Source: an optimization exercise on an open RTL-to-GDS flow (aim: small area, a short achievable clock period and few clock cycles per item). Production flows keep margins and buffers that such runs may drop. At most, simulation tests tie the RTL to the original design; equivalence was not proved.

==> inputs of trial 87 <==
// mult_iter
module mult_iter #(
  parameter int WIDTH = 32,
  parameter int DIGIT = 8
) (
  input  logic             clk,
  input  logic             rst_n,
  input  logic             valid_in,
  output logic             ready_out,
  input  logic             sign,
  input  logic [WIDTH-1:0] src_a,
  input  logic [WIDTH-1:0] src_b,
  input  logic             flush,
  output logic             valid_out,
  input  logic             ready_in,
  output logic [WIDTH-1:0] hi,
  output logic [WIDTH-1:0] lo
);
  logic adv_q;                  
  logic rdy_q;                  
  logic v1_q, v2_q;             
  logic vo_q, n2_q;             
  logic en1, acc, pop, inc;
  logic v1_d, v2_d, vo_d, n2_d;
  logic [16:0] e1_q, e2_q, en_q;
  logic [32:0] b1_q;
  logic [16:0] e1_d, e2_d, en_d;
  logic [34:0] xa;
  logic [146:0] m_q, m_d;
  logic [63:0] p_q;
  logic [63:0] fx, fy, prod;
  logic [63:0] px_q;
  logic pp1;
  logic pp2;
  logic pp3;
  logic pp4;
  logic pp5;
  logic pp6;
  logic pp7;
  logic pp8;
  logic pp9;
  logic pp10;
  logic pp11;
  logic pp12;
  logic pp13;
  logic pp14;
  logic pp15;
  logic pp16;
  logic pp17;
  logic pp18;
  logic pp19;
  logic pp20;
  logic pp21;
  logic pp22;
  logic pp23;
  logic pp24;
  logic pp25;
  logic pp26;
  logic pp27;
  logic pp28;
  logic pp29;
  logic pp30;
  logic pp31;
  logic pp32;
  logic pp33;
  logic pp34;
  logic pp35;
  logic pp36;
  logic pp37;
  logic pp38;
  logic pp39;
  logic pp40;
  logic pp41;
  logic pp42;
  logic pp43;
  logic pp44;
  logic pp45;
  logic pp46;
  logic pp47;
  logic pp48;
  logic pp49;
  logic pp50;
  logic pp51;
  logic pp52;
  logic pp53;
  logic pp54;
  logic pp55;
  logic pp56;
  ...
==> flow/config.mk <==
export PLATFORM = sky130hd
export DESIGN_NAME = mult_iter
export DESIGN_NICKNAME = mult_iter
export VERILOG_FILES = /design/flow/design.v
export SDC_FILE = /design/flow/constraint.sdc
export NUM_CORES = 4
export LEC_CHECK = 0
export CAP_MARGIN = 20
export CORE_MARGIN = 2
export CORE_UTILIZATION = 60
export GPL_TIMING_DRIVEN = 1
export SLEW_MARGIN = 20
export SYNTH_HIERARCHICAL = 1
==> flow/constraint.sdc <==
create_clock -name core_clock -period 10.0 [get_ports {clk}]
set_input_delay 2.0000 -clock core_clock [delete_from_list [all_inputs] [get_ports {clk}]]
set_output_delay 2.0000 -clock core_clock [all_outputs]
set_load 0.01 [all_outputs]
standard.sh (not shown) runs the stock make flow with config.mk's settings and CLKGATE_MAP_FILE= SYNTH_SCRIPT=/design/flow/synth_recipe.tcl, a recipe that flattens the netlist after the stock synthesis.
==> flow/flow/run.sh <==
#!/bin/bash
# The standard layout, with plain buffers (buf_1) as the port buffers instead
# of the default choice.
set -euo pipefail
bash standard.sh "BUFFER_PORTS_ARGS=-buffer_cell sky130_fd_sc_hd__buf_1" finish > standard_flow.log 2>&1
==> build 35 (differences from trial 87) <==
GPL_TIMING_DRIVEN = unset   (was 1)
==> summary.txt <==
Hold endpoint: trial 87 v1_q$_DFF_PN0_; build 35 v1_q$_DFF_PN0_
Clk_skew: trial 87 32.7 ps; build 35 32.7 ps
Result of the run: trial 87 finished clean; build 35 finished clean
Synthesized instance count: trial 87 3307; build 35 3307
Fraction of area in multi-input gates: trial 87 64.1%; build 35 64.1%
Flip-flop cell with the highest count after synthesis: trial 87 sky130_fd_sc_hd__edfxtp_1; build 35 sky130_fd_sc_hd__edfxtp_1
Maximum clock frequency: trial 87 247 MHz; build 35 247 MHz
P&R area growth vs syn: trial 87 4.36%; build 35 4.36%
Sequential cell count: trial 87 364; build 35 364
Area of the mapped netlist: trial 87 39300 um^2; build 35 39300 um^2
Simple-Gate Fraction of Synth Area: trial 87 4.34%; build 35 4.34%
Starting density of the core: trial 87 60.8%; build 35 60.8%
Total of cells resized after clock tree synthesis: trial 87 0; build 35 0
Total number of vias: trial 87 28490; build 35 28490
Input/output buffers: trial 87 135; build 35 135
Number of multi-input combinational cells: trial 87 2605; build 35 2605
Register fraction of the total cell area: trial 87 26.6%; build 35 26.6%
Max H-tree Level: trial 87 2; build 35 2
Area taken by flip-flops and latches: trial 87 10900 um^2; build 35 10900 um^2
Number of instances in the placed design: trial 87 4066; build 35 4066
No functional check of the RTL was part of any run of this note.

* * *

==> trial 72 <==
Another version of the RTL of mult_iter (not shown whole).
// mult_iter
module mult_iter #(
  parameter int WIDTH = 32,
  parameter int DIGIT = 8
) (
  input  logic             clk,
  input  logic             rst_n,
  input  logic             valid_in,
  output logic             ready_out,
  input  logic             sign,
  input  logic [WIDTH-1:0] src_a,
  input  logic [WIDTH-1:0] src_b,
  input  logic             flush,
  output logic             valid_out,
  input  logic             ready_in,
  output logic [WIDTH-1:0] hi,
  output logic [WIDTH-1:0] lo
);
export LEC_CHECK = 0
export CAP_MARGIN = 20
export CORE_MARGIN = 2
export CORE_UTILIZATION = 60
export CTS_BUF_LIST = sky130_fd_sc_hd__clkbuf_4 sky130_fd_sc_hd__clkbuf_8
export SLEW_MARGIN = 20
export SYNTH_HIERARCHICAL = 1
create_clock -name core_clock -period 10.0 [get_ports {clk}]
Scripts as last shown in full above: flow/flow/run.sh
==> build 27: changes against trial 72 <==
CORE_UTILIZATION = 70   (was 60)
CTS_BUF_LIST = unset   (was sky130_fd_sc_hd__clkbuf_4 sky130_fd_sc_hd__clkbuf_8)
==> impl_metrics.tcl <==
set metrics [dict create \
    outcome "no timing/DRC/antenna violations" \
    grt_use_total_pct 38.0 \
    dp_cells 4064 \
    grt_pass1_vias 29864 \
]
-- figures above: trial 72

==> impl_metrics.tcl <==
set metrics [dict create \
    grt_pass1_vias 31164 \
    grt_use_total_pct 44.4 \
    cts_tree "built" \
    seq_area_share_pct 25.8 \
    outcome "no timing/DRC/antenna violations" \
    dp_cells 3913 \
]
-- figures above: build 27

Testbench counts of trial 72, summed over its fixed seeds: cycles 1,944, items 1,920.
Testbench counts of build 27, summed over its fixed seeds: cycles 1,944, items 1,920.

* * *

==> inputs of run a <==
mult_iter again, from the RTL that the note above started with.
==> flow/design.v (excerpt) <==
module mult_iter #(
  parameter int WIDTH = 32,
  parameter int DIGIT = 8
) (
  input  logic             clk,
  input  logic             rst_n,
  input  logic             valid_in,
  output logic             ready_out,
  input  logic             sign,
  input  logic [WIDTH-1:0] src_a,
  input  logic [WIDTH-1:0] src_b,
  input  logic             flush,
  output logic             valid_out,
  input  logic             ready_in,
  output logic [WIDTH-1:0] hi,
  output logic [WIDTH-1:0] lo
);
  logic adv_q;                  
  logic rdy_q;                  
  logic v1_q, v2_q;             
  logic vo_q, n2_q;             
  logic en1, acc, pop, inc;
  logic v1_d, v2_d, vo_d, n2_d;
  logic [16:0] e1_q, e2_q, en_q;
  logic [32:0] b1_q;
  logic [16:0] e1_d, e2_d, en_d;
  logic [34:0] xa;
  logic [146:0] m_q, m_d;
  logic [63:0] p_q;
  logic [63:0] fx, fy, prod;
  logic [63:0] px_q;
  logic pp1;
  logic pp2;
  logic pp3;
  logic pp4;
  logic pp5;
  logic pp6;
  logic pp7;
  logic pp8;
  logic pp9;
  logic pp10;
  logic pp11;
  logic pp12;
  logic pp13;
  logic pp14;
  logic pp15;
  logic pp16;
  logic pp17;
  logic pp18;
  logic pp19;
  logic pp20;
  logic pp21;
  logic pp22;
  logic pp23;
  logic pp24;
  logic pp25;
  logic pp26;
  logic pp27;
  logic pp28;
  logic pp29;
  logic pp30;
  logic pp31;
  logic pp32;
  logic pp33;
  logic pp34;
  logic pp35;
  logic pp36;
  logic pp37;
  logic pp38;
  logic pp39;
  logic pp40;
  ...
Settings: LEC_CHECK=0, CAP_MARGIN=0, CORE_MARGIN=2, CORE_UTILIZATION=60, SLEW_MARGIN=0, SYNTH_HIERARCHICAL=1; clock period 10.0 ns.
Scripts as last shown in full above: flow/flow/run.sh
==> run b (differences from run a) <==
CAP_MARGIN = 20   (was 0)
SLEW_MARGIN = 20   (was 0)
==> qor summary <==
quantity	run b	run a
Well-tap cell count	846	846
Final count of negative-setup-slack endpoints	0	0
Non-Filler Cell Area, Final	40,100 µm²	40,100 µm²
Result of the run	complete, no violations	complete, no violations
Number of flip-flops and latches	364	364
Final cell utilization of the core	0.635	0.635
Iteration count of the initial detailed-routing pass	8	8
Fraction of synthesized cell area in xor and xnor cells	0.150	0.150
Mean Syn Cell Area	11.5 µm²	11.5 µm²
Sequential cell area	10,300 µm²	10,300 µm²
Cts-stage hold buffer count	0	0
DRT iter0 DRCs	3,731	3,731
Slew headroom	0.252	0.252
Endpoint kind of the worst setup timing path	register	register
Sequential element share of the synthesized area	0.268	0.268
Top-count cell post-synth	xnor2_1	xnor2_1
Warnings, synthesis	7	7
Count of antenna diodes in the layout	0	0
Share of async-settable or async-resettable flops after synthesis	0.0165	0.0165
GPL Wtd Cong	0.991	0.991
Testbench counts of run a, summed over its fixed seeds: cycles 1,944, items 1,920.
Testbench counts of run b, summed over its fixed seeds: cycles 1,944, items 1,920.

==> static timing again, ports no longer ideal <==
How much do the figures lean on ideal ports? The routed layouts below were timed once more, with nothing changed but the port constraints. Step 1 sets driving cells, clkbuf_16 on the clock port and buf_2 on the other inputs (assumed; they add their load-dependent delay and slew). Step 2, shift: input delay + t, output delay - t, t = (earliest + latest rising clock arrival at the registers) / 2. This alone moves slack from input paths to output paths. Slacks: no drivers / after step 1 / after step 2; pairs: no drivers / after step 1.
run | shift t [ns] | setup slack, ns | worst setup path after step 2 | clock arrival spread, ns | worst data-port slew with drivers (ns)
trial 87 | 0.669 | 5.958 / 5.958 / 5.958 | register to register | 0.032 / 0.032 | 0.05
build 35 | 0.669 | 5.958 / 5.958 / 5.958 | register to register | 0.032 / 0.032 | 0.05
trial 72 | 0.728 | 6.042 / 6.042 / 6.042 | register to register | 0.050 / 0.049 | 0.04
build 27 | 0.669 | 5.913 / 5.913 / 5.913 | register to register | 0.033 / 0.033 | 0.04
run a | 0.659 | 6.016 / 6.016 / 6.016 | register to register | 0.022 / 0.021 | 0.04
run b | 0.659 | 6.016 / 6.016 / 6.016 | register to register | 0.022 / 0.021 | 0.04
After both steps every run listed still meets setup and hold.
